From an optimization exercise on the open Yosys and OpenROAD flow, aimed at small area and few clock cycles; shortcuts taken in it are not production practice.
In this exercise RTL edits were held to simulation tests only and were not proved equivalent to the original.
No activity file was given, so power comes from the tool's default toggle rates.

`flow/flow/run.sh`:
```
#!/bin/bash
# The standard layout (standard.sh), with plain buf_1 cells as the port buffers instead of the
# delay cells buffer_ports picks by default. make's output goes to standard.log; ORFS keeps each
# step's own log under orfs/logs.
set -e
export BUFFER_PORTS_ARGS="-buffer_cell sky130_fd_sc_hd__buf_1"
bash standard.sh > standard.log 2>&1
```
`flow/standard.sh`:
```
#!/bin/bash
# synth_recipe.tcl (not shown) runs the flow's synth.tcl, then flattens the netlist and writes it again
# the make line also repeats each setting of config.mk as NAME=value (left out here)
make -C /OpenROAD-flow-scripts/flow DESIGN_CONFIG=/design/flow/config.mk WORK_HOME=/design/flow/orfs CLKGATE_MAP_FILE= SYNTH_SCRIPT=/design/flow/synth_recipe.tcl "${@:-finish}"
```
`flow/config.mk`:
```
export PLATFORM = sky130hd
export DESIGN_NAME = rv_core
export DESIGN_NICKNAME = rv_core
export VERILOG_FILES = /design/flow/design.v
export SDC_FILE = /design/flow/constraint.sdc
export NUM_CORES = 4
export LEC_CHECK = 0
export CAP_MARGIN = 10
export CORE_MARGIN = 2
export CORE_UTILIZATION = 55
export CTS_BUF_LIST = sky130_fd_sc_hd__clkbuf_16
export CTS_CLUSTER_DIAMETER = 90
export CTS_CLUSTER_SIZE = 25
export PLACE_DENSITY = 0.7
export SETUP_SLACK_MARGIN = 0.4
export SLEW_MARGIN = 10
export SYNTH_HIERARCHICAL = 1
export SYNTH_MINIMUM_KEEP_SIZE = 0
```
`flow/constraint.sdc`:
```
create_clock -name core_clock -period 12.0 [get_ports {clk}]
set_input_delay 2.4000 -clock core_clock [delete_from_list [all_inputs] [get_ports {clk}]]
set_output_delay 2.4000 -clock core_clock [all_outputs]
set_load 0.01 [all_outputs]
```
`flow/design.v`:
```
`timescale 1ns/1ns
package rv_isa_pkg;
	typedef enum logic [5:0] {
		NOP,
		LUI, AUIPC, JAL, JALR,
		BEQ, BNE, BLT, BGE, BLTU, BGEU,
		LB, LH, LW, LBU, LHU, SB, SH, SW,
		ADDI, SLTI, SLTIU, XORI, ORI, ANDI, SLLI, SRLI, SRAI,
		ADD, SUB, SLL, SLT, SLTU, XOR, SRL, SRA, OR, AND,
		FENCE, ECALL, EBREAK
	} instr_name_e;
	typedef enum logic [2:0] {
		LK_B, LK_H, LK_W, LK_BU, LK_HU
	} load_kind_e;
	localparam logic [6:0] OP_LUI    = 7'b0110111;
	localparam logic [6:0] OP_AUIPC  = 7'b0010111;
	localparam logic [6:0] OP_JAL    = 7'b1101111;
	localparam logic [6:0] OP_JALR   = 7'b1100111;
	localparam logic [6:0] OP_BRANCH = 7'b1100011;
	localparam logic [6:0] OP_LOAD   = 7'b0000011;
	localparam logic [6:0] OP_STORE  = 7'b0100011;
	localparam logic [6:0] OP_IMM    = 7'b0010011;
	localparam logic [6:0] OP_REG    = 7'b0110011;
	localparam logic [6:0] OP_FENCE  = 7'b0001111;
	localparam logic [6:0] OP_SYSTEM = 7'b1110011;
	localparam logic [2:0] F3_BEQ  = 3'b000;  
	localparam logic [2:0] F3_BNE  = 3'b001;
	localparam logic [2:0] F3_BLT  = 3'b100;
	localparam logic [2:0] F3_BGE  = 3'b101;
	localparam logic [2:0] F3_BLTU = 3'b110;
	localparam logic [2:0] F3_BGEU = 3'b111;
	localparam logic [2:0] F3_B  = 3'b000;  
	localparam logic [2:0] F3_H  = 3'b001;
	localparam logic [2:0] F3_W  = 3'b010;
	localparam logic [2:0] F3_BU = 3'b100;
	localparam logic [2:0] F3_HU = 3'b101;
	localparam logic [2:0] F3_ADD_SUB = 3'b000;  
	localparam logic [2:0] F3_SLL     = 3'b001;
	localparam logic [2:0] F3_SLT     = 3'b010;
	localparam logic [2:0] F3_SLTU    = 3'b011;
	localparam logic [2:0] F3_XOR     = 3'b100;
	localparam logic [2:0] F3_SR      = 3'b101;
	localparam logic [2:0] F3_OR      = 3'b110;
	localparam logic [2:0] F3_AND     = 3'b111;
	function automatic logic [31:0] imm_i(input logic [31:0] instr);
		imm_i = {{20{instr[31]}}, instr[31:20]};
	endfunction
	function automatic logic [31:0] imm_s(input logic [31:0] instr);
		imm_s = {{20{instr[31]}}, instr[31:25], instr[11:7]};
	endfunction
	function automatic logic [31:0] imm_b(input logic [31:0] instr);
		imm_b = {{19{instr[31]}}, instr[31], instr[7], instr[30:25], instr[11:8], 1'b0};
	endfunction
	function automatic logic [31:0] imm_u(input logic [31:0] instr);
		imm_u = {instr[31:12], 12'h000};
	endfunction
	function automatic logic [31:0] imm_j(input logic [31:0] instr);
		imm_j = {{11{instr[31]}}, instr[31], instr[19:12], instr[20], instr[30:21], 1'b0};
	endfunction
endpackage
`timescale 1ns/1ns
package core_cfg_pkg;
	localparam int XLEN = 32;  
	localparam int NUM_REGS = 32;
	localparam int REG_AW = 5;  
	localparam logic [XLEN-1:0] RESET_PC = 32'h8000_0000;
endpackage
`timescale 1ns/1ns
`timescale 1ns/1ns
module ar_ha (
	input logic a,
	input logic b,
	output logic s,
	output logic c
);
	assign s = a ^ b;
	assign c = a & b;
endmodule
module ar_fa (
	input logic a,
	input logic b,
	input logic ci,
	output logic s,
	output logic co
);
	assign s = a ^ b ^ ci;
	assign co = (a & b) | (ci & (a ^ b));
endmodule
module ar_mux2i (
	input logic a,
	input logic b,
	input logic s,
	output logic y_n
);
	assign y_n = ~(s ? b : a);
endmodule
module ar_add_bk #(
	parameter int N = 32,
	parameter int L = 5  
) (
	input logic [N-1:0] a,
	input logic [N-1:0] b,
	input logic ci,
	output logic [N-1:0] s,
	output logic [N-1:0] p,  
	output logic [N-1:0] g  
);
	logic [N-1:0] p0;
	logic [N-1:0] gp [0:2*L-1];
	logic [N-1:0] pp [0:2*L-1];
	always_comb begin
		p0 = a ^ b;
		gp[0] = a & b;
		gp[0][0] = gp[0][0] | (p0[0] & ci);
		pp[0] = p0;
		for (int l = 0; l < L; l++) begin
			gp[l+1] = gp[l];
			pp[l+1] = pp[l];
			for (int i = 0; i < N; i++) begin
				if ((i % (2 << l)) == ((2 << l) - 1)) begin
					gp[l+1][i] = gp[l][i] | (pp[l][i] & gp[l][i - (1 << l)]);
					pp[l+1][i] = pp[l][i] & pp[l][i - (1 << l)];
				end
			end
		end
		for (int l = L - 2; l >= 0; l--) begin
			gp[2*L-1-l] = gp[2*L-2-l];
			pp[2*L-1-l] = pp[2*L-2-l];
			for (int i = 0; i < N; i++) begin
				if (i >= (1 << l) + (2 << l) - 1 && ((i + 1 - (1 << l)) % (2 << l)) == 0) begin
					gp[2*L-1-l][i] = gp[2*L-2-l][i] | (pp[2*L-2-l][i] & gp[2*L-2-l][i - (1 << l)]);
					pp[2*L-1-l][i] = pp[2*L-2-l][i] & pp[2*L-2-l][i - (1 << l)];
				end
			end
		end
		s = p0 ^ {gp[2*L-1][N-2:0], ci};
	end
	assign p = p0;
	assign g = a & b;
endmodule
module ar_inc #(
	parameter int N = 30
) (
	input logic [N-1:0] a,
	output logic [N-1:0] s
);
	logic [N:0] c;
	assign c[0] = 1'b1;
	for (genvar i = 0; i < N; i++) begin : g_ha
		ar_ha u_ha (.a(a[i]), .b(c[i]), .s(s[i]), .c(c[i+1]));
	end
endmodule
module ar_dec #(
	parameter int N = 19
) (
	input logic [N-1:0] a,
	output logic [N-1:0] s
);
	logic [N:0] bw;
	always_comb begin
		bw[0] = 1'b1;
		for (int i = 0; i < N; i++) begin
			s[i] = a[i] ^ bw[i];
			bw[i+1] = !a[i] && bw[i];
		end
	end
endmodule
module ar_add_rip #(
	parameter int N = 11
) (
	input logic [N-1:0] a,
	input logic [N-1:0] b,
	output logic [N-1:0] s,
	output logic co
);
	logic [N:0] c;
	assign c[0] = 1'b0;
	for (genvar i = 0; i < N; i++) begin : g_fa
		ar_fa u_fa (.a(a[i]), .b(b[i]), .ci(c[i]), .s(s[i]), .co(c[i+1]));
	end
	assign co = c[N];
endmodule
module ar_inc_co #(
	parameter int N = 11
) (
	input logic [N-1:0] a,
	output logic [N-1:0] s,
	output logic co
);
	logic [N:0] c;
	assign c[0] = 1'b1;
	for (genvar i = 0; i < N; i++) begin : g_ha
		ar_ha u_ha (.a(a[i]), .b(c[i]), .s(s[i]), .c(c[i+1]));
	end
	assign co = c[N];
endmodule
module ar_add_csel #(
	parameter int N = 30,
	parameter int LO = 16
) (
	input logic [N-1:0] a,
	input logic [N-1:0] b,
	output logic [N-1:0] s
);
	logic [LO:0] c;
	logic [N-LO:0] c0;
	logic [N-LO:0] c1;
	logic [N-1:LO] s0;
	logic [N-1:LO] s1;
	assign c[0] = 1'b0;
	for (genvar i = 0; i < LO; i++) begin : g_lo
		ar_fa u_fa (.a(a[i]), .b(b[i]), .ci(c[i]), .s(s[i]), .co(c[i+1]));
	end
	assign c0[0] = 1'b0;
	assign c1[0] = 1'b1;
	for (genvar i = LO; i < N; i++) begin : g_hi
		ar_fa u_fa0 (.a(a[i]), .b(b[i]), .ci(c0[i-LO]), .s(s0[i]), .co(c0[i-LO+1]));
		ar_fa u_fa1 (.a(a[i]), .b(b[i]), .ci(c1[i-LO]), .s(s1[i]), .co(c1[i-LO+1]));
	end
	assign s[N-1:LO] = c[LO] ? s1 : s0;
endmodule
module ar_shift (
	input logic [31:0] a,
	input logic left,
	input logic fill,
	input logic [4:0] sh,
	output logic [31:0] y
);
	logic [31:0] r_n, l0, l1_n, l2, l3_n;
	logic fill_n;
	assign fill_n = ~fill;
	for (genvar i = 0; i < 32; i++) begin : g_sh
		ar_mux2i ur (.a(a[i]), .b(a[31 - i]), .s(left), .y_n(r_n[i]));
		ar_mux2i u0 (.a(r_n[i]), .b(i + 1 < 32 ? r_n[(i + 1) % 32] : fill_n), .s(sh[0]), .y_n(l0[i]));
		ar_mux2i u1 (.a(l0[i]), .b(i + 2 < 32 ? l0[(i + 2) % 32] : fill), .s(sh[1]), .y_n(l1_n[i]));
		ar_mux2i u2 (.a(l1_n[i]), .b(i + 4 < 32 ? l1_n[(i + 4) % 32] : fill_n), .s(sh[2]), .y_n(l2[i]));
		ar_mux2i u3 (.a(l2[i]), .b(i + 8 < 32 ? l2[(i + 8) % 32] : fill), .s(sh[3]), .y_n(l3_n[i]));
		ar_mux2i u4 (.a(l3_n[i]), .b(i + 16 < 32 ? l3_n[(i + 16) % 32] : fill_n), .s(sh[4]), .y_n(y[i]));
	end
endmodule
`timescale 1ns/1ns
module rf_wmux (
	input logic we,
	input logic we_n,
	input logic d,
	input logic q,
	output logic y
);
	assign y = (we & d) | (we_n & q);
endmodule
module rf_aoi222 (
	input logic s0,
	input logic d0,
	input logic s1,
	input logic d1,
	input logic s2,
	input logic d2,
	output logic y_n
);
	assign y_n = ~((s0 & d0) | (s1 & d1) | (s2 & d2));
endmodule
module rf_nand2 (
	input logic a,
	input logic b,
	output logic y
);
	assign y = ~(a & b);
endmodule
module rf_nand4 (
	input logic a,
	input logic b,
	input logic c,
	input logic d,
	output logic y
);
	assign y = ~(a & b & c & d);
endmodule
module rf_nand3 (
	input logic a,
	input logic b,
	input logic c,
	output logic y
);
	assign y = ~(a & b & c);
endmodule
module rf_or3 (
	input logic a,
	input logic b,
	input logic c,
	output logic y
);
	assign y = a | b | c;
endmodule
module rf_aoi22 (
	input logic s0,
	input logic d0,
	input logic s1,
	input logic d1,
	output logic y_n
);
	assign y_n = ~((s0 & d0) | (s1 & d1));
endmodule
module rf_read_bit #(
	parameter bit HAS_X = 1'b0
) (
	input logic [31:1] sel,
	input logic [31:1] d,
	input logic x_sel,
	input logic x_d,
	output logic y
);
	logic [10:0] p_n;
	logic [2:0] g;
	for (genvar k = 0; k < 10; k++) begin : g_aoi
		rf_aoi222 u_aoi (
			.s0 (sel[3*k + 1]), .d0 (d[3*k + 1]),
			.s1 (sel[3*k + 2]), .d1 (d[3*k + 2]),
			.s2 (sel[3*k + 3]), .d2 (d[3*k + 3]),
			.y_n (p_n[k])
		);
	end
	rf_nand2 u_last (.a(sel[31]), .b(d[31]), .y(p_n[10]));
	rf_nand4 u_g0 (.a(p_n[0]), .b(p_n[1]), .c(p_n[2]), .d(p_n[3]), .y(g[0]));
	rf_nand4 u_g1 (.a(p_n[4]), .b(p_n[5]), .c(p_n[6]), .d(p_n[7]), .y(g[1]));
	if (HAS_X) begin : g_x
		logic x_n;
		rf_nand2 u_x (.a(x_sel), .b(x_d), .y(x_n));
		rf_nand4 u_g2 (.a(p_n[8]), .b(p_n[9]), .c(p_n[10]), .d(x_n), .y(g[2]));
	end else begin : g_nx
		rf_nand3 u_g2 (.a(p_n[8]), .b(p_n[9]), .c(p_n[10]), .y(g[2]));
	end
	rf_or3 u_or (.a(g[0]), .b(g[1]), .c(g[2]), .y(y));
endmodule
module rf_dec (
	input logic [4:0] idx,
	input logic en,
	input logic [31:1] valid,
	output logic [31:1] sel
);
	logic [3:0] lo;
	logic [7:0] hi;
	always_comb begin
		for (int a = 0; a < 4; a++)
			lo[a] = idx[1:0] == 2'(a);
		for (int h = 0; h < 8; h++)
			hi[h] = en && idx[4:2] == 3'(h);
		for (int i = 1; i < 32; i++)
			sel[i] = lo[i % 4] && hi[i / 4] && valid[i];
	end
endmodule
module rf_wdec (
	input logic [4:0] idx,
	input logic en,
	output logic [31:1] sel,
	output logic [31:1] sel_n
);
	logic [3:0] lo;
	logic [7:0] hi;
	always_comb begin
		for (int a = 0; a < 4; a++)
			lo[a] = idx[1:0] == 2'(a);
		for (int h = 0; h < 8; h++)
			hi[h] = en && idx[4:2] == 3'(h);
		for (int i = 1; i < 32; i++) begin
			sel[i] = lo[i % 4] && hi[i / 4];
			sel_n[i] = !sel[i];
		end
	end
endmodule
module wb_bit #(
	parameter bit HAS_LT = 1'b0
) (
	input logic s_sum,
	input logic d_sum,
	input logic s_shr,
	input logic d_shr,
	input logic s_shl,
	input logic d_shl,
	input logic s_x,
	input logic d_x,
	input logic s_a,
	input logic d_a,
	input logic s_link,
	input logic d_link,
	input logic s_ld,
	input logic d_ld,
	input logic s_lt,
	input logic d_lt,
	output logic y
);
	logic p0_n, p1_n, p2_n;
	rf_aoi222 u_p0 (.s0(s_sum), .d0(d_sum), .s1(s_shr), .d1(d_shr), .s2(s_shl), .d2(d_shl), .y_n(p0_n));
	rf_aoi222 u_p1 (.s0(s_x), .d0(d_x), .s1(s_a), .d1(d_a), .s2(s_link), .d2(d_link), .y_n(p1_n));
	if (HAS_LT) begin : g_lt
		rf_aoi22 u_p2 (.s0(s_ld), .d0(d_ld), .s1(s_lt), .d1(d_lt), .y_n(p2_n));
	end else begin : g_nlt
		rf_nand2 u_p2 (.a(s_ld), .b(d_ld), .y(p2_n));
	end
	rf_nand3 u_or (.a(p0_n), .b(p1_n), .c(p2_n), .y(y));
endmodule
module pc_bit3 (
	input logic s0,
	input logic d0,
	input logic s1,
	input logic d1,
	input logic s2,
	input logic d2,
	output logic y
);
	assign y = (s0 & d0) | (s1 & d1) | (s2 & d2);
endmodule
module pc_bit4 (
	input logic s0,
	input logic d0,
	input logic s1,
	input logic d1,
	input logic s2,
	input logic d2,
	input logic s3,
	input logic d3,
	output logic y
);
	logic p_n;
	logic q_n;
	rf_aoi222 u_p (.s0(s0), .d0(d0), .s1(s1), .d1(d1), .s2(s2), .d2(d2), .y_n(p_n));
	rf_nand2 u_q (.a(s3), .b(d3), .y(q_n));
	rf_nand2 u_y (.a(p_n), .b(q_n), .y(y));
endmodule
module ld_ao221 (
	input logic a1,
	input logic a2,
	input logic b1,
	input logic b2,
	input logic c1,
	output logic y
);
	assign y = (a1 & a2) | (b1 & b2) | c1;
endmodule
module ld_ao21 (
	input logic a1,
	input logic a2,
	input logic b1,
	output logic y
);
	assign y = (a1 & a2) | b1;
endmodule
`timescale 1ns/1ns
module rv_core (
	input logic clk,
	input logic mif,
	output logic [31:0] o_imem_addr,
	input logic [31:0] i_imem_data,
	output logic [31:0] o_dmem_addr,
	output logic [31:0] o_dmem_wdata,
	output logic [3:0] o_dmem_be,
	output logic o_dmem_we,
	input logic [31:0] i_dmem_rdata,
	output logic o_retire_valid,
	output logic [31:0] o_retire_pc,
	output logic o_retire_we,
	output logic [4:0] o_retire_rd,
	output logic [31:0] o_retire_data
);
	logic [31:0] ins;
	assign ins = i_imem_data;
	logic [6:0] op;
	logic [2:0] f3;
	logic [6:0] f7;
	logic [4:0] rd;
	assign op = ins[6:0];
	assign f3 = ins[14:12];
	assign f7 = ins[31:25];
	assign rd = ins[11:7];
	logic is_lui, is_auipc, is_jal, is_jalr, is_br, is_load, is_store, is_opimm, is_op;
	logic f7_zero, f7_alt;
	assign f7_zero = f7 == 7'b0000000;
	assign f7_alt = f7 == 7'b0100000;
	assign is_lui = op == 7'b0110111;
	assign is_auipc = op == 7'b0010111;
	assign is_jal = op == 7'b1101111;
	assign is_jalr = op == 7'b1100111 && f3 == 3'b000;
	assign is_br = op == 7'b1100011 && f3[2:1] != 2'b01;
	assign is_load = op == 7'b0000011 && f3 != 3'b011 && f3[2:1] != 2'b11;
	assign is_store = op == 7'b0100011 && (f3[2:1] == 2'b00 || f3 == 3'b010);
	assign is_opimm = op == 7'b0010011 && (f3[1:0] != 2'b01 || f7_zero || (f3[2] && f7_alt));
	assign is_op = op == 7'b0110011 && (f7_zero || (f7_alt && !f3[1] && f3[2] == f3[0]));
	logic rd_we;
	assign rd_we = (is_lui || is_auipc || is_jal || is_jalr || is_load || is_opimm || is_op) &&
		rd != 5'd0;
	logic c_alu, c_upper, c_link, c_load;
	assign c_alu = op[4] && !op[6] && !op[2];  
	assign c_upper = op[4] && !op[6] && op[2];  
	assign c_link = op[6] && op[2];  
	assign c_load = !op[6] && !op[5] && !op[4];
	logic [31:0] regs [1:31];
	logic [31:1] valid;
	logic [31:1] sel1;
	logic [31:1] sel2;
	logic [31:0] rs1_val;
	logic [31:0] rs2_val;
	logic [31:0] pc_full;
	logic jal_like;
	logic rd_pc;
	assign jal_like = op[6] && op[3] && op[2];
	assign rd_pc = op[2] && (op[3] || (op[4] && !op[5]));
	rf_dec u_dec1 (.idx(ins[19:15]), .en(!(op[2] && (op[3] || op[4]))), .valid(valid), .sel(sel1));
	rf_dec u_dec2 (.idx(ins[24:20]), .en(1'b1), .valid(valid), .sel(sel2));
	for (genvar b = 0; b < 32; b++) begin : g_rd
		logic [31:1] col;
		for (genvar i = 1; i < 32; i++) begin : g_col
			assign col[i] = regs[i][b];
		end
		rf_read_bit #(.HAS_X(1'b1)) u_rd1 (.sel(sel1), .d(col), .x_sel(rd_pc), .x_d(pc_full[b]),
			.y(rs1_val[b]));
		rf_read_bit u_rd2 (.sel(sel2), .d(col), .x_sel(1'b0), .x_d(1'b0), .y(rs2_val[b]));
	end
	logic [31:0] imm_i, imm_s, imm_b, imm_u, imm_j;
	assign imm_i = {{20{ins[31]}}, ins[31:20]};
	assign imm_s = {{20{ins[31]}}, ins[31:25], ins[11:7]};
	assign imm_b = {{20{ins[31]}}, ins[7], ins[30:25], ins[11:8], 1'b0};
	assign imm_u = {ins[31:12], 12'h000};
	assign imm_j = {{12{ins[31]}}, ins[19:12], ins[20], ins[30:21], 1'b0};
	logic [31:0] opb;
	always_comb begin
		if (op[5] && !op[2] && (op[4] || op[6]))
			opb = rs2_val;  
		else if (op[6:4] == 3'b010)
			opb = imm_s;  
		else if (op[2] && op[4])
			opb = imm_u;  
		else if (jal_like)
			opb = imm_j;  
		else
			opb = imm_i;
	end
	logic sub;
	assign sub = is_br || (op[4] && !op[2] && f3[2:1] == 2'b01) || (op[5:4] == 2'b11 && !op[2] &&
		f3 == 3'b000 && ins[30]);
	logic [31:0] sum;
	logic [31:0] xo;
	logic [31:0] an;
	ar_add_bk #(.N(32), .L(5)) u_add (.a(rs1_val), .b(opb ^ {32{sub}}), .ci(sub), .s(sum), .p(xo),
		.g(an));
	logic lt;
	logic uns;
	assign uns = is_br ? f3[1] : f3[0];
	assign lt = (rs1_val[31] == opb[31]) ? sum[31] : (uns ? opb[31] : rs1_val[31]);
	logic taken;
	assign taken = is_br && ((f3[2] ? lt : (&xo)) ^ f3[0]);
	logic sh_left;
	logic [31:0] sh_out;
	logic [31:0] sh_rev;
	assign sh_left = !f3[2];
	ar_shift u_shift (.a(rs1_val), .left(sh_left), .fill(ins[30] && !sh_left && rs1_val[31]),
		.sh(opb[4:0]), .y(sh_out));
	for (genvar b = 0; b < 32; b++) begin : g_rev
		assign sh_rev[b] = sh_out[31 - b];
	end
	logic [31:2] pc_q;
	logic [12:2] lo_inc;
	logic lo_cy;
	logic [31:13] hi_inc;
	logic [31:13] hi_dec;
	logic [12:2] bt_lo;
	logic bt_cy;
	logic [31:13] seq_hi;
	logic [31:13] bt_hi;
	logic [31:2] pc_inc;
	ar_inc_co #(.N(11)) u_lo_inc (.a(pc_q[12:2]), .s(lo_inc), .co(lo_cy));
	ar_inc #(.N(19)) u_hi_inc (.a(pc_q[31:13]), .s(hi_inc));
	ar_dec #(.N(19)) u_hi_dec (.a(pc_q[31:13]), .s(hi_dec));
	ar_add_rip #(.N(11)) u_bt_lo (.a(pc_q[12:2]), .b(imm_b[12:2]), .s(bt_lo), .co(bt_cy));
	assign seq_hi = lo_cy ? hi_inc : pc_q[31:13];
	always_comb begin
		if (bt_cy && !imm_b[31])
			bt_hi = hi_inc;
		else if (!bt_cy && imm_b[31])
			bt_hi = hi_dec;
		else
			bt_hi = pc_q[31:13];
	end
	assign pc_inc = {seq_hi, lo_inc};
	logic s_j;
	logic s_seq;
	logic h_inc, h_dec, h_pc;
	assign s_j = is_jalr || is_jal;
	assign s_seq = !taken && !s_j;
	assign h_inc = (taken && bt_cy && !imm_b[31]) || (s_seq && lo_cy);
	assign h_dec = taken && !bt_cy && imm_b[31];
	assign h_pc = (taken && bt_cy == imm_b[31]) || (s_seq && !lo_cy);
	logic [31:2] next_pc;
	for (genvar b = 2; b < 13; b++) begin : g_npc_lo
		pc_bit3 u_nb (.s0(s_j), .d0(sum[b]), .s1(taken), .d1(bt_lo[b]), .s2(s_seq), .d2(lo_inc[b]),
			.y(next_pc[b]));
	end
	for (genvar b = 13; b < 32; b++) begin : g_npc_hi
		pc_bit4 u_nb (.s0(s_j), .d0(sum[b]), .s1(h_inc), .d1(hi_inc[b]), .s2(h_dec), .d2(hi_dec[b]),
			.s3(h_pc), .d3(pc_q[b]), .y(next_pc[b]));
	end
	always_ff @(posedge clk or negedge mif) begin
		if (!mif)
			pc_q <= 30'h2000_0000;
		else
			pc_q <= next_pc;
	end
	always_comb begin
		case (f3[1:0])
			2'b00: o_dmem_addr = sum;
			2'b01: o_dmem_addr = {sum[31:1], 1'b0};
			default: o_dmem_addr = {sum[31:2], 2'b00};
		endcase
	end
	always_comb begin
		o_dmem_wdata = rs2_val;
		o_dmem_be = 4'b1111;
		if (f3[1:0] == 2'b00) begin
			o_dmem_wdata = {4{rs2_val[7:0]}};
			o_dmem_be = 4'b0001 << sum[1:0];
		end else if (f3[1:0] == 2'b01) begin
			o_dmem_wdata = {2{rs2_val[15:0]}};
			o_dmem_be = sum[1] ? 4'b1100 : 4'b0011;
		end
	end
	assign o_dmem_we = is_store && mif;
	logic ld_w, ld_h, ld_b, ld_sgn;
	logic [3:0] ad;
	logic k0, k1, k2, k3, m0, m2, sgn_bit, sgn_b, sgn_hi;
	logic [31:0] load_val;
	assign ld_w = f3[1];
	assign ld_h = !f3[1] && f3[0];
	assign ld_b = !f3[1] && !f3[0];
	assign ld_sgn = !f3[2];
	always_comb begin
		for (int a = 0; a < 4; a++)
			ad[a] = sum[1:0] == 2'(a);
	end
	assign k0 = ld_w || (ld_h && !sum[1]) || (ld_b && ad[0]);
	assign k1 = ld_b && ad[1];
	assign k2 = (ld_h && sum[1]) || (ld_b && ad[2]);
	assign k3 = ld_b && ad[3];
	assign m0 = ld_w || (ld_h && !sum[1]);
	assign m2 = ld_h && sum[1];
	pc_bit4 u_sgn (.s0(ld_b && ad[0]), .d0(i_dmem_rdata[7]), .s1(k1 || (ld_h && !sum[1])),
		.d1(i_dmem_rdata[15]), .s2(ld_b && ad[2]), .d2(i_dmem_rdata[23]), .s3(k3 || m2),
		.d3(i_dmem_rdata[31]), .y(sgn_bit));
	assign sgn_b = ld_b && ld_sgn && sgn_bit;
	assign sgn_hi = !ld_w && ld_sgn && sgn_bit;
	for (genvar b = 0; b < 8; b++) begin : g_ld_lo
		pc_bit4 u_ld (.s0(k0), .d0(i_dmem_rdata[b]), .s1(k1), .d1(i_dmem_rdata[b + 8]), .s2(k2),
			.d2(i_dmem_rdata[b + 16]), .s3(k3), .d3(i_dmem_rdata[b + 24]), .y(load_val[b]));
	end
	for (genvar b = 8; b < 16; b++) begin : g_ld_mid
		ld_ao221 u_ld (.a1(m0), .a2(i_dmem_rdata[b]), .b1(m2), .b2(i_dmem_rdata[b + 16]), .c1(sgn_b),
			.y(load_val[b]));
	end
	for (genvar b = 16; b < 32; b++) begin : g_ld_hi
		ld_ao21 u_ld (.a1(ld_w), .a2(i_dmem_rdata[b]), .b1(sgn_hi), .y(load_val[b]));
	end
	logic s_sum, s_shr, s_shl, s_x, s_a, s_lt;
	assign s_sum = c_upper || (c_alu && f3 == 3'b000);
	assign s_shr = c_alu && f3 == 3'b101;
	assign s_shl = c_alu && f3 == 3'b001;
	assign s_x = c_alu && f3[2] && !f3[0];  
	assign s_a = c_alu && f3[2] && f3[1];  
	assign s_lt = c_alu && f3[2:1] == 2'b01;
	logic [31:0] wr_val;
	for (genvar b = 0; b < 32; b++) begin : g_wb
		wb_bit #(.HAS_LT(b == 0)) u_wb (
			.s_sum(s_sum), .d_sum(sum[b]),
			.s_shr(s_shr), .d_shr(sh_out[b]),
			.s_shl(s_shl), .d_shl(sh_rev[b]),
			.s_x(s_x), .d_x(xo[b]),
			.s_a(s_a), .d_a(an[b]),
			.s_link(c_link), .d_link(b >= 2 ? pc_inc[b < 2 ? 2 : b] : 1'b0),
			.s_ld(c_load), .d_ld(load_val[b]),
			.s_lt(s_lt), .d_lt(lt),
			.y(wr_val[b])
		);
	end
	logic wr_en;
	assign wr_en = rd_we && mif;
	always_ff @(posedge clk or negedge mif) begin
		if (!mif)
			valid <= '0;
		else if (wr_en)
			valid[rd] <= 1'b1;
	end
	logic [31:1] wsel;
	logic [31:1] wsel_n;
	rf_wdec u_wdec (.idx(rd), .en(wr_en), .sel(wsel), .sel_n(wsel_n));
	for (genvar i = 1; i < 32; i++) begin : g_reg
		logic [31:0] nxt;
		for (genvar b = 0; b < 32; b++) begin : g_bit
			rf_wmux u_wm (.we(wsel[i]), .we_n(wsel_n[i]), .d(wr_val[b]), .q(regs[i][b]), .y(nxt[b]));
		end
		always_ff @(posedge clk)
			regs[i] <= nxt;
	end
	assign pc_full = {pc_q, 2'b00};
	assign o_imem_addr = {pc_q, 2'b00};
	assign o_retire_valid = mif;
	assign o_retire_pc = {pc_q, 2'b00};
	assign o_retire_we = wr_en;
	assign o_retire_rd = rd;
	assign o_retire_data = wr_val;
endmodule
```
==> summary.txt <==
[critical path, cell delays in order]
cell	delay [ns]
clkbuf_2	0.19
o21ai_1	0.23
buf_4	0.27
and4bb_2	0.27
and3_1	0.54
a222oi_1	0.59
nand4_1	0.56
or3_4	0.62
ha_1	0.48
a21oi_1	0.22
o21ai_0	0.12
a21oi_1	0.27
a211oi_2	0.14
o31ai_2	0.34
o31ai_2	0.12
fa_1	0.39
xor2_1	0.30
nor2_1	0.09
a211oi_1	0.27
a22oi_2	0.12
nand3_2	0.29
buf_2	0.28
[stage by stage]
| stage | utilization, % | cells |
|---|---|---|
| 2_1_floorplan | - | 4378 |
| 3_3_place_gp | 60.4 | 5898 |
| 3_5_place_dp | 60.4 | 5898 |
| 4_1_cts | 62.0 | 5964 |
| 5_1_grt | 62.1 | 5972 |
| 6_report | 62.2 | 5982 |
[sequential cells by signal, summed over array words and instances, names as in the netlist]
register,count
regs,992
pc_q,30
valid,31
[report_power, final]
| group | switching [mW] | total (mW) | internal [mW] |
|---|---|---|---|
| logic | 0.997 | 1.40 | 0.399 |
| registers | 0.124 | 3.68 | 3.56 |
| clock network | 1.21 | 1.98 | 0.773 |
| total | 2.33 | 7.06 | 4.73 |
[cells by family (layout without fill, tap and decap cells)]
family | after synthesis | in the layout | synth area share, %
xor gates and xnor gates | 55 | 55 | 0.992
adders and majority gates | 116 | 116 | 3.42
AOI/OAI and AO/OA | 1897 | 1897 | 35.6
and+or+nand+nor | 829 | 829 | 9.14
DFF | 1053 | 1053 | 44.0
buffers and inverters | 169 | 603 | 1.71
muxes | 240 | 240 | 5.04
other | 5 | 34 | 0.0386
[layer usage]
metal / vias to the layer above / share of wire, % / track usage, %
li1: 20200 / - / -
met1: 24700 / 35 / 68.9
met2: 5351 / 39 / 72.5
met3: 1173 / 18 / 22.2
met4: 28 / 8.3 / 31.5
met5: - / 0.16 / 0.794
[timing repair]
item | CTS | global route
endpoints found under the setup margin | 12 | 17
endpoints found under the hold margin | 0 | 0
buffers inserted | 0 | 3
gates resized for setup | 7 | 30
pin swaps | 0 | 15
[modules after synthesis (local to each module, per instance), excerpt]
module | flops+latches | cell area, sq um
ld_ao21 | 0 | 7.51
ar_mux2i | 0 | 10.0
rf_wdec | 0 | 488
rf_nand2 | 0 | 3.75
ld_ao221 | 0 | 10.0
ar_shift | 0 | 3.75
[synthesized netlist by cell type (all sizes together) (9+ instances only)]
master / instances
a22o: 992
dfxtp: 992
a222oi: 743
nand2: 264
mux2i: 205
nand4: 173
ha: 88
and3: 77
nand3: 77
inv: 76
nor2: 76
buf: 66
or3: 64
dfrtp: 60
mux2: 35
xor2: 29
fa: 28
clkbuf: 26
o21bai: 26
xnor2: 26
a21oi: 25
o21ai: 24
a21o: 23
o221ai: 14
nor2b: 11
and4b: 10
nor3: 10
and2: 9
and4bb: 9
[worst min path at each step]
stage,start,end,slack (ns),depth (start not counted)
final,valid[8],valid[8],0.50,1
after global routing,valid[5],valid[5],0.51,1
after CTS,valid[5],valid[5],0.50,1
after detailed placement,valid[5],valid[5],0.47,1
after global placement,valid[4],valid[4],0.47,1
after floorplan,valid[29],valid[29],0.44,1
[final cells by class]
type / instances / area, sq um / area share [%]
sequential: 1053 / 21400 / 39.5
antenna: 15 / 37.5 / 0.0693
inverter: 77 / 289 / 0.533
tap: 1155 / 1450 / 2.67
multi-input combinational: 3156 / 27000 / 49.8
clock buffer: 50 / 1250 / 2.31
clock inverter: 16 / 160 / 0.296
timing repair buffer: 460 / 2640 / 4.87
==> summary.txt <==
Worst setup path
  • Worst setup SP type: primary input
  • Crit-path max FO: 20
  • Crit end category: output port
  • Reg2reg setup slack: 4.20 ns
  • Kind of critical path: primary input to output port
  • R2R cell count: 25
  • Reg-to-Reg Start: valid[1]
  • CP startpoint: i_imem_data[4]
  • Critical path endpoint: o_retire_data[0]
  • R2r endpoint: pc_q[14]
  • Arrival @ worst endpoint: 9.18 ns
  • Worst EP required: 9.60 ns

Clock tree
  • Number of clock sinks: 1053
  • TritonCTS clock tree: done
  • Clk pin slew, worst setup/hold paths: 0.10 ns
  • Maximum clock path buffer count: 3
  • H-tree Lvls: 2
  • Clock latency (worst-skew pair): 0.72 ns
  • Root buffer cell: clkbuf_16
  • Hold_buf cts: 0
  • Total CTS buffers: 50

GRT
  • Gr usage total: 52.9%
  • First-pass GRT wire length: 349000 microns
  • Largest net degree at the start of global routing: 54
  • Vias in the first global route: 45500
  • GRT overflow: 0
  • Antenna violations before repair: 34

STA
  • Hold Slack: 0.499 ns
  • Final setup fails: 0
  • Total Neg Setup Slack: 0 ns
  • Clock skew: 0.0482 ns
  • Max Slew Vio Count: 0
  • Final Cycle Share: 96.5%
  • Rel. slew slack: 10.7%
  • Setup ws final: 0.418 ns
  • F_max: 86.3 MHz
  • RSZ-0062 raised after global routing: no
  • Final hold violation count: 0
  • Actual slew at the worst max-slew pin: 1.34 ns
  • Period minus WS final: 11.58 ns

Route
  • Drt via density: 8.60
  • Post-route ant nets: 0
  • WL final: 251000 microns
  • # DRC: 0
  • Total number of vias: 51400
  • Drt pass-1 iters: 17
  • WL/cell: 42.0 microns
  • Initial DRC count: 14700

Yosys
  • Synthesized area per cell: 11.1 sq um
  • Seq/Total Area, Yosys: 44.0%
  • Yosys reg bits: 1053
  • Synth area leaders: dfxtp_1 41%, a22o_1 18%, a222oi_1 15%
  • Synth cell types: 77
  • Share of the synthesized area in the top cell type: 40.9%
  • Yosys top cell by area: dfxtp_1
  • Syn. warnings: 15
  • Post-Syn Instances: 4364
  • Post-Syn Area: 48600 sq um
  • Post-synth top flop: dfxtp_1
  • Async set-or-reset flop fraction in the synthesized netlist: 5.79%
  • EDFF count, synth: 0

Placement
  • Post-DP HPWL: 170000 microns
  • Dpl ws: 0.213 ns
  • Post-DP Area: 52600 sq um
  • I/O Buffers: 233
  • Gpl congestion: 1.08

Die
  • Core area: 87200 sq um
  • Die H: 301 microns
  • Top Ports: 238
  • Die X: 301 microns
  • Total die area: 90700 sq um
  • Initial Utilization: 55.7%
  • Rows: 108

Run status
  • Status: timing/DRC/antenna clean

Pwr
  • Leakage: 21.0 nW
  • Overall Power: 7.06 mW
  • Worst vdd ir: 0.142 mV
  • Power per cell area: 130 nW/um^2

Cells and area
  • Final instance area: 54200 sq um
  • Leading cell types in the layout, fill and taps excluded: 992 x a22o_1, 992 x dfxtp_1, 743 x a222oi_1
  • Fillers: 7251
  • Layout cell share with drive strength beyond 1: 10.0%
  • Total Nets Final: 4980
  • Area Overhead vs Synth: 11.6%

Worst hold path
  • Hold Path Class: register to register

Run
  • Max Cap Viol: 0
Testbench counts, summed over its fixed seeds: cycles 16,570.

==> re-timing with driven ports <==
In the flow no input, the clock included, has a driving cell. The finished layout below was timed again as built, in two steps. Step 1: set_driving_cell puts a clkbuf_16 on clk and a buf_2 on each other input, an assumption about the parent block. Step 2 adds t to the input delays and takes it off the output delays; t is the mean of the earliest and latest rising clock arrival at the registers after step 1. Input paths then give back, and output paths get back, about the clock's delay inside the block. Three values: ideal ports, drivers, drivers and shift; two values: the first two.
t, ns: 0.768
setup WS [ns]: 0.418 / 0.388 / 0.388
clock arrival spread, ns: 0.049 / 0.048
slew at the worst register clock pin (ns): 0.11 / 0.11
worst data-port slew with drivers (ns): 0.13
After both steps setup and hold are still met in this run. For this run, drivers alone change the setup slack by -0.030 ns; drivers and shift together by -0.030 ns.
